From an optimization exercise on the open Yosys and OpenROAD flow, aimed at small area and a short achievable clock period; shortcuts taken in it are not production practice. The RTL was checked by simulation tests, not by an equivalence proof against the original design. The flow treats the clock pin as an ideal source, which a real chip does not have. Power is estimated from default activity; no workload was simulated.

Setup of the previous run:
==> flow/design.v (excerpt) <==
module data_mem_param #(
  parameter int DW             = 8,
  parameter int AW             = 8,
  parameter int DEPTH          = 256,
  parameter int READ_LATENCY   = 1,
  parameter int CLEAR_ON_RESET = 1,
  parameter int SEED0_ADDR     = 16,
  parameter int SEED0_VAL      = 254,
  parameter int SEED1_ADDR     = 244,
  parameter int SEED1_VAL      = 5
) (
  input  logic          Clk,
  input  logic          Reset,
  input  logic          WriteEn,
  input  logic          ReadEn,
  input  logic [AW-1:0] DataAddress,
  input  logic [DW-1:0] DataIn,
  output logic [DW-1:0] DataOut,
  output logic          RdValid,
  output logic          Busy
);
==> module data_mem_param, before the edit <==
module data_mem_param #(
  parameter int DW             = 8,
  parameter int AW             = 8,
  parameter int DEPTH          = 256,
  parameter int READ_LATENCY   = 1,
  parameter int CLEAR_ON_RESET = 1,
  parameter int SEED0_ADDR     = 16,
  parameter int SEED0_VAL      = 254,
  parameter int SEED1_ADDR     = 244,
  parameter int SEED1_VAL      = 5
) (
  input  logic          Clk,
  input  logic          Reset,
  input  logic          WriteEn,
  input  logic          ReadEn,
  input  logic [AW-1:0] DataAddress,
  input  logic [DW-1:0] DataIn,
  output logic [DW-1:0] DataOut,
  output logic          RdValid,
  output logic          Busy
);
  logic [DW-1:0] core [DEPTH];
  logic          busy_q, busy_o_q;
  logic [AW-1:0] clr_ptr;
  logic          clr_last;
  assign clr_last = (clr_ptr == AW'(DEPTH - 1));
  always_ff @(posedge Clk) begin
    if (Reset) begin
      busy_q  <= 1'b1;
      clr_ptr <= '0;
    end else if (busy_q) begin
      clr_ptr <= clr_ptr + 1'b1;
      if (clr_last) busy_q <= 1'b0;
    end
  end
  always_ff @(posedge Clk) begin
    if (Reset)                     busy_o_q <= 1'b1;
    else if (busy_o_q && clr_last) busy_o_q <= 1'b0;
  end
  assign Busy = busy_o_q;
  logic          wr_en;
  logic [AW-1:0] wr_addr;
  logic [DW-1:0] wr_data;
  logic [DW-1:0] clr_dat;
  always_comb begin
    clr_dat = '0;
    if (clr_ptr == AW'(SEED0_ADDR))      clr_dat = DW'(SEED0_VAL);
    else if (clr_ptr == AW'(SEED1_ADDR)) clr_dat = DW'(SEED1_VAL);
  end
  assign wr_en   = !Reset && (busy_q || WriteEn);
  assign wr_addr = busy_q ? clr_ptr : DataAddress;
  assign wr_data = busy_q ? clr_dat : DataIn;
  logic [15:0] row_n, col_n;
  always_comb begin
    for (int i = 0; i < 16; i++) begin
      row_n[i] = !(wr_en && (wr_addr[7:4] == 4'(i)));
      col_n[i] = !(wr_addr[3:0] == 4'(i));
    end
  end
  for (genvar w = 0; w < DEPTH; w++) begin : g_word
    logic          we;
    logic [DW-1:0] q;
    dm_nor2 u_we (.a(row_n[w / 16]), .b(col_n[w % 16]), .y(we));
    always_ff @(posedge Clk) begin
      if (we) q <= wr_data;
    end
    assign core[w] = q;
  end
  localparam int NG = DEPTH / 4;
  logic [7:0]    s_a, s_b;
  logic [NG-1:0] s_hi;
  logic [NG-1:0] grp [DW];
  logic [7:0]    part [DW];
  logic [3:0]    pair_n [DW];
  dm_dec #(.W(3)) u_dec_a (.a(DataAddress[4:2]), .y(s_a));
  dm_dec #(.W(3)) u_dec_b (.a(DataAddress[7:5]), .y(s_b));
  for (genvar g = 0; g < NG; g++) begin : g_sel
    assign s_hi[g] = s_a[g % 8] & s_b[g / 8];
  end
  logic [3:0] s_lo [NG / 4];
  for (genvar k = 0; k < NG / 4; k++) begin : g_dec_lo
    dm_dec #(.W(2)) u_dec_lo (.a(DataAddress[1:0]), .y(s_lo[k]));
  end
  for (genvar b = 0; b < DW; b++) begin : g_bit
    for (genvar g = 0; g < NG; g++) begin : g_grp
      dm_aor #(.N(4)) u_l1 (
        .d({core[4*g+3][b], core[4*g+2][b], core[4*g+1][b], core[4*g][b]}),
        .s(s_lo[g / 4]), .y(grp[b][g]));
    end
    for (genvar k = 0; k < 8; k++) begin : g_part
      dm_aor #(.N(8)) u_l2 (.d(grp[b][8*k +: 8]), .s(s_hi[8*k +: 8]), .y(part[b][k]));
    end
    for (genvar k = 0; k < 4; k++) begin : g_pair
      dm_nor2 u_or (.a(part[b][2*k]), .b(part[b][2*k+1]), .y(pair_n[b][k]));
    end
  end
  logic [3:0] pair_q [DW];
  logic       rdv_q;
  logic       rd_en;
  assign rd_en = !busy_q && ReadEn;
  always_ff @(posedge Clk) begin
    if (Reset) rdv_q <= 1'b0;
    else       rdv_q <= rd_en;
  end
  for (genvar b = 0; b < DW; b++) begin : g_dout
    always_ff @(posedge Clk) begin
      if (Reset)      pair_q[b] <= 4'hF;
      else if (rd_en) pair_q[b] <= pair_n[b];
    end
    dm_nand4 u_out (.a(pair_q[b][0]), .b(pair_q[b][1]), .c(pair_q[b][2]), .d(pair_q[b][3]),
                    .y(DataOut[b]));
  end
  assign RdValid = rdv_q;
endmodule
Settings: LEC_CHECK=0, ABC_CLOCK_PERIOD_IN_PS=1800, CAP_MARGIN=10, CORE_MARGIN=2, CORE_UTILIZATION=60, CTS_CLUSTER_DIAMETER=100, CTS_CLUSTER_SIZE=25, SETUP_SLACK_MARGIN=1.7, SLEW_MARGIN=10, SYNTH_HIERARCHICAL=1, SYNTH_MINIMUM_KEEP_SIZE=0; clock period 4.0 ns.
standard.sh (not shown) runs the stock make flow with config.mk's settings and CLKGATE_MAP_FILE= SYNTH_SCRIPT=/design/flow/synth_recipe.tcl, a recipe that flattens the netlist after the stock synthesis.
==> flow/flow/run.sh <==
#!/bin/bash
# Layout flow: the standard synthesis unchanged, then the standard ORFS
# steps, except that:
#  - the ports are buffered with plain buffers (buf_8) rather than the delay
#    cells buffer_ports picks by default, and the resizer may not use delay
#    cells as buffers;
#  - before clock tree synthesis, the NAND4s that drive the output port
#    buffers are upsized (flow/upsize_out.tcl); the CTS step's detailed
#    placement then legalizes them.
# Each step's full output goes to a log of its own in this folder
# (ORFS also keeps per-step logs under orfs/logs/).
set -euo pipefail
bash standard.sh synth > synth.log 2>&1
export BUFFER_PORTS_ARGS="-buffer_cell sky130_fd_sc_hd__buf_8"
export DONT_USE_CELLS="sky130_fd_sc_hd__clkdlybuf4s15_1 sky130_fd_sc_hd__clkdlybuf4s15_2 sky130_fd_sc_hd__clkdlybuf4s18_1 sky130_fd_sc_hd__clkdlybuf4s18_2 sky130_fd_sc_hd__clkdlybuf4s25_1 sky130_fd_sc_hd__clkdlybuf4s25_2 sky130_fd_sc_hd__clkdlybuf4s50_1 sky130_fd_sc_hd__clkdlybuf4s50_2"
export PRE_CTS_TCL="$PWD/flow/upsize_out.tcl"
bash standard.sh floorplan > floorplan.log 2>&1
bash standard.sh place > place.log 2>&1
bash standard.sh cts > cts.log 2>&1
bash standard.sh route > route.log 2>&1
bash standard.sh finish > finish.log 2>&1
==> flow/flow/upsize_out.tcl <==
# Used by flow/run.sh as the PRE_CTS_TCL hook of ORFS.
# Upsize the NAND4s that drive the output port buffers.
foreach port [get_ports -filter "direction==output"] {
  foreach drv [get_pins -of_objects [get_nets [get_name $port]] -filter "direction==output"] {
    set buf [get_cells -of_objects $drv]
    foreach p [get_pins -of_objects $buf -filter "direction==input"] {
      foreach d2 [get_pins -of_objects [get_nets -of_objects $p] -filter "direction==output"] {
        set c [get_cells -of_objects $d2]
        set ref [get_property $c ref_name]
        if {[regexp {^sky130_fd_sc_hd__nand4_[12]$} $ref]} {
          puts "upsize [get_full_name $c] $ref"
          replace_cell $c sky130_fd_sc_hd__nand4_4
        }
      }
    }
  }
}
diff inputs: the previous run => the current run
-- flow/design.v --
<<< the previous run, line 4
);
  always_comb for (int i = 0; i < 2**W; i++) y[i] = (a == W'(i));
endmodule
module dm_nor2 (
>>> the current run, line 4
);
  always_comb for (int i = 0; i < 2**W; i++) y[i] = (a == W'(i));
endmodule
module dm_mux4 (
  input  logic [3:0] d,
  input  logic [1:0] s,
  output logic       y
);
  assign y = d[s];
endmodule
module dm_nor2 (
<<< the previous run, line 103
    assign s_hi[g] = s_a[g % 8] & s_b[g / 8];
  end
  logic [3:0] s_lo [NG / 4];
  for (genvar k = 0; k < NG / 4; k++) begin : g_dec_lo
    dm_dec #(.W(2)) u_dec_lo (.a(DataAddress[1:0]), .y(s_lo[k]));
  end
  for (genvar b = 0; b < DW; b++) begin : g_bit
    for (genvar g = 0; g < NG; g++) begin : g_grp
      dm_aor #(.N(4)) u_l1 (
        .d({core[4*g+3][b], core[4*g+2][b], core[4*g+1][b], core[4*g][b]}),
        .s(s_lo[g / 4]), .y(grp[b][g]));
    end
    for (genvar k = 0; k < 8; k++) begin : g_part
>>> the current run, line 110
    assign s_hi[g] = s_a[g % 8] & s_b[g / 8];
  end
  for (genvar b = 0; b < DW; b++) begin : g_bit
    for (genvar g = 0; g < NG; g++) begin : g_grp
      dm_mux4 u_l1 (
        .d({core[4*g+3][b], core[4*g+2][b], core[4*g+1][b], core[4*g][b]}),
        .s(DataAddress[1:0]), .y(grp[b][g]));
    end
    for (genvar k = 0; k < 8; k++) begin : g_part
==> summary.txt <==
- [compare] base=the previous run new=the current run: final area went up 2.6%, setup slack of the critical path after layout went down 0.031 ns, combinational power went down about 15%, clock buffer count in the final layout went up 0.63%.
- The current run: PASS, flow complete, no timing, DRC or antenna violations
- The current run ended up with a higher clock group share of total power than the previous run did.

---

run A:
The RTL this note starts from:
==> flow/design.v <==
module dm_dec #(parameter int W = 3) (
  input  logic [W-1:0]    a,
  output logic [2**W-1:0] y
);
  always_comb for (int i = 0; i < 2**W; i++) y[i] = (a == W'(i));
endmodule
module dm_mux4 (
  input  logic [3:0] d,
  input  logic [1:0] s,
  output logic       y
);
  assign y = d[s];
endmodule
module dm_nor2 (
  input  logic a, b,
  output logic y
);
  assign y = ~(a | b);
endmodule
module dm_nand4 (
  input  logic a, b, c, d,
  output logic y
);
  assign y = ~(a & b & c & d);
endmodule
module dm_aor #(parameter int N = 8) (
  input  logic [N-1:0] d,
  input  logic [N-1:0] s,
  output logic         y
);
  assign y = |(d & s);
endmodule
module data_mem_param #(
  parameter int DW             = 8,
  parameter int AW             = 8,
  parameter int DEPTH          = 256,
  parameter int READ_LATENCY   = 1,
  parameter int CLEAR_ON_RESET = 1,
  parameter int SEED0_ADDR     = 16,
  parameter int SEED0_VAL      = 254,
  parameter int SEED1_ADDR     = 244,
  parameter int SEED1_VAL      = 5
) (
  input  logic          Clk,
  input  logic          Reset,
  input  logic          WriteEn,
  input  logic          ReadEn,
  input  logic [AW-1:0] DataAddress,
  input  logic [DW-1:0] DataIn,
  output logic [DW-1:0] DataOut,
  output logic          RdValid,
  output logic          Busy
);
  logic [DW-1:0] core [DEPTH];
  logic          busy_q, busy_o_q;
  logic [AW-1:0] clr_ptr;
  logic          clr_last;
  assign clr_last = (clr_ptr == AW'(DEPTH - 1));
  always_ff @(posedge Clk) begin
    if (Reset) begin
      busy_q  <= 1'b1;
      clr_ptr <= '0;
    end else if (busy_q) begin
      clr_ptr <= clr_ptr + 1'b1;
      if (clr_last) busy_q <= 1'b0;
    end
  end
  always_ff @(posedge Clk) begin
    if (Reset)                     busy_o_q <= 1'b1;
    else if (busy_o_q && clr_last) busy_o_q <= 1'b0;
  end
  assign Busy = busy_o_q;
  logic          wr_en;
  logic [AW-1:0] wr_addr;
  logic [DW-1:0] wr_data;
  logic [DW-1:0] clr_dat;
  always_comb begin
    clr_dat = '0;
    if (clr_ptr == AW'(SEED0_ADDR))      clr_dat = DW'(SEED0_VAL);
    else if (clr_ptr == AW'(SEED1_ADDR)) clr_dat = DW'(SEED1_VAL);
  end
  assign wr_en   = !Reset && (busy_q || WriteEn);
  assign wr_addr = busy_q ? clr_ptr : DataAddress;
  assign wr_data = busy_q ? clr_dat : DataIn;
  logic [15:0] row_n, col_n;
  always_comb begin
    for (int i = 0; i < 16; i++) begin
      row_n[i] = !(wr_en && (wr_addr[7:4] == 4'(i)));
      col_n[i] = !(wr_addr[3:0] == 4'(i));
    end
  end
  for (genvar w = 0; w < DEPTH; w++) begin : g_word
    logic          we;
    logic [DW-1:0] q;
    dm_nor2 u_we (.a(row_n[w / 16]), .b(col_n[w % 16]), .y(we));
    always_ff @(posedge Clk) begin
      if (we) q <= wr_data;
    end
    assign core[w] = q;
  end
  localparam int NG = DEPTH / 4;
  logic [7:0]    s_a, s_b;
  logic [NG-1:0] s_hi;
  logic [NG-1:0] grp [DW];
  logic [7:0]    part [DW];
  logic [3:0]    pair_n [DW];
  dm_dec #(.W(3)) u_dec_a (.a(DataAddress[4:2]), .y(s_a));
  dm_dec #(.W(3)) u_dec_b (.a(DataAddress[7:5]), .y(s_b));
  for (genvar g = 0; g < NG; g++) begin : g_sel
    assign s_hi[g] = s_a[g % 8] & s_b[g / 8];
  end
  for (genvar b = 0; b < DW; b++) begin : g_bit
    for (genvar g = 0; g < NG; g++) begin : g_grp
      dm_mux4 u_l1 (
        .d({core[4*g+3][b], core[4*g+2][b], core[4*g+1][b], core[4*g][b]}),
        .s(DataAddress[1:0]), .y(grp[b][g]));
    end
    for (genvar k = 0; k < 8; k++) begin : g_part
      dm_aor #(.N(8)) u_l2 (.d(grp[b][8*k +: 8]), .s(s_hi[8*k +: 8]), .y(part[b][k]));
    end
    for (genvar k = 0; k < 4; k++) begin : g_pair
      dm_nor2 u_or (.a(part[b][2*k]), .b(part[b][2*k+1]), .y(pair_n[b][k]));
    end
  end
  logic [3:0] pair_q [DW];
  logic       rdv_q;
  logic       rd_en;
  assign rd_en = !busy_q && ReadEn;
  always_ff @(posedge Clk) begin
    if (Reset) rdv_q <= 1'b0;
    else       rdv_q <= rd_en;
  end
  for (genvar b = 0; b < DW; b++) begin : g_dout
    always_ff @(posedge Clk) begin
      if (Reset)      pair_q[b] <= 4'hF;
      else if (rd_en) pair_q[b] <= pair_n[b];
    end
    dm_nand4 u_out (.a(pair_q[b][0]), .b(pair_q[b][1]), .c(pair_q[b][2]), .d(pair_q[b][3]),
                    .y(DataOut[b]));
  end
  assign RdValid = rdv_q;
endmodule
Settings: LEC_CHECK=0, ABC_CLOCK_PERIOD_IN_PS=1800, CAP_MARGIN=10, CORE_MARGIN=2, CORE_UTILIZATION=60, CTS_CLUSTER_DIAMETER=100, CTS_CLUSTER_SIZE=25, SETUP_SLACK_MARGIN=1.7, SLEW_MARGIN=10, SYNTH_HIERARCHICAL=1, SYNTH_MINIMUM_KEEP_SIZE=0; clock period 4.0 ns.
==> flow/flow/run.sh <==
#!/bin/bash
# Layout flow: the standard synthesis unchanged, then the standard ORFS
# steps, except that the ports are buffered with plain buffers (buf_8) rather
# than the delay cells buffer_ports picks by default, and the resizer may not
# use delay cells as buffers.
# Each step's full output goes to a log of its own in this folder
# (ORFS also keeps per-step logs under orfs/logs/).
set -euo pipefail
bash standard.sh synth > synth.log 2>&1
export BUFFER_PORTS_ARGS="-buffer_cell sky130_fd_sc_hd__buf_8"
export DONT_USE_CELLS="sky130_fd_sc_hd__clkdlybuf4s15_1 sky130_fd_sc_hd__clkdlybuf4s15_2 sky130_fd_sc_hd__clkdlybuf4s18_1 sky130_fd_sc_hd__clkdlybuf4s18_2 sky130_fd_sc_hd__clkdlybuf4s25_1 sky130_fd_sc_hd__clkdlybuf4s25_2 sky130_fd_sc_hd__clkdlybuf4s50_1 sky130_fd_sc_hd__clkdlybuf4s50_2"
bash standard.sh floorplan > floorplan.log 2>&1
bash standard.sh place > place.log 2>&1
bash standard.sh cts > cts.log 2>&1
bash standard.sh route > route.log 2>&1
bash standard.sh finish > finish.log 2>&1
Relative to run A, the following input files were edited for run B:
--- a/flow/design.v
+++ b/flow/design.v
@@ -104,5 +104,5 @@
   logic [NG-1:0] grp [DW];
   logic [7:0]    part [DW];
-  logic [3:0]    pair_n [DW];
+  logic [DW-1:0] rd_word;
   dm_dec #(.W(3)) u_dec_a (.a(DataAddress[4:2]), .y(s_a));
   dm_dec #(.W(3)) u_dec_b (.a(DataAddress[7:5]), .y(s_b));
@@ -119,24 +119,22 @@
       dm_aor #(.N(8)) u_l2 (.d(grp[b][8*k +: 8]), .s(s_hi[8*k +: 8]), .y(part[b][k]));
     end
+    logic [3:0] pair_n;
     for (genvar k = 0; k < 4; k++) begin : g_pair
-      dm_nor2 u_or (.a(part[b][2*k]), .b(part[b][2*k+1]), .y(pair_n[b][k]));
+      dm_nor2 u_or (.a(part[b][2*k]), .b(part[b][2*k+1]), .y(pair_n[k]));
+    end
+    dm_nand4 u_or4 (.a(pair_n[0]), .b(pair_n[1]), .c(pair_n[2]), .d(pair_n[3]), .y(rd_word[b]));
+  end
+  logic [DW-1:0] dout_q;
+  logic          rdv_q;
+  always_ff @(posedge Clk) begin
+    if (Reset) begin
+      dout_q <= '0;
+      rdv_q  <= 1'b0;
+    end else begin
+      rdv_q <= !busy_q && ReadEn;
+      if (!busy_q && ReadEn) dout_q <= rd_word;
     end
   end
-  logic [3:0] pair_q [DW];
-  logic       rdv_q;
-  logic       rd_en;
-  assign rd_en = !busy_q && ReadEn;
-  always_ff @(posedge Clk) begin
-    if (Reset) rdv_q <= 1'b0;
-    else       rdv_q <= rd_en;
-  end
-  for (genvar b = 0; b < DW; b++) begin : g_dout
-    always_ff @(posedge Clk) begin
-      if (Reset)      pair_q[b] <= 4'hF;
-      else if (rd_en) pair_q[b] <= pair_n[b];
-    end
-    dm_nand4 u_out (.a(pair_q[b][0]), .b(pair_q[b][1]), .c(pair_q[b][2]), .d(pair_q[b][3]),
-                    .y(DataOut[b]));
-  end
+  assign DataOut = dout_q;
   assign RdValid = rdv_q;
 endmodule
Findings:
The source of the critical timing path comes out pair_q[2][0] in one run and DataAddress[0] in the other, namely in run A and run B respectively.
In the tables for run B and run A, share of power burned in the clock network reads higher with run A.
In the reports for run B and run A, the smaller maximum frequency belongs to run A.
Cmp run B vs run A: flip-flop and latch count lower in run B
Re utilization: run A was higher than run B.
Comparing non-clock buffer instance count of the final layout for run B and run A, the smaller number came from run A.
Relative to run A, mean instance size in the synthesized netlist increased by 0.19 um^2 in run B.
Total instance count after detailed placement for run B: 0.56% down relative to run A

[static timing again, ports no longer ideal]
No port has a modelled driver above. Below, the same layouts with a new extraction and two added sets of constraints.
Step 1, drivers: a clkbuf_16 drives Clk and a buf_2 each remaining input, both assumed.
Step 2 adds t to the input delays and takes it off the output delays; t is the mean of the earliest and latest rising clock arrival at the registers after step 1. Input paths then give back, and output paths get back, about the clock's delay inside the block.
Slacks: ideal / step 1 / step 2; pairs: ideal / step 1.
run	shift t [ns]	slack for setup (ns)	clock arrival spread, ns	worst register clock-pin slew, ns
the previous run	0.825	1.603 / 1.397 / 0.572	0.030 / 0.030	0.10 / 0.10
the current run	0.811	1.572 / 1.442 / 0.631	0.023 / 0.023	0.10 / 0.10
run A	0.812	1.409 / 1.328 / 0.670	0.030 / 0.029	0.10 / 0.10
run B	0.807	1.520 / 1.187 / 0.380	0.027 / 0.027	0.11 / 0.11
After both steps setup and hold are still met in every run listed. The setup slack of run B, which loses most, moves by -0.333 ns with the drivers and by -1.140 ns with both steps.
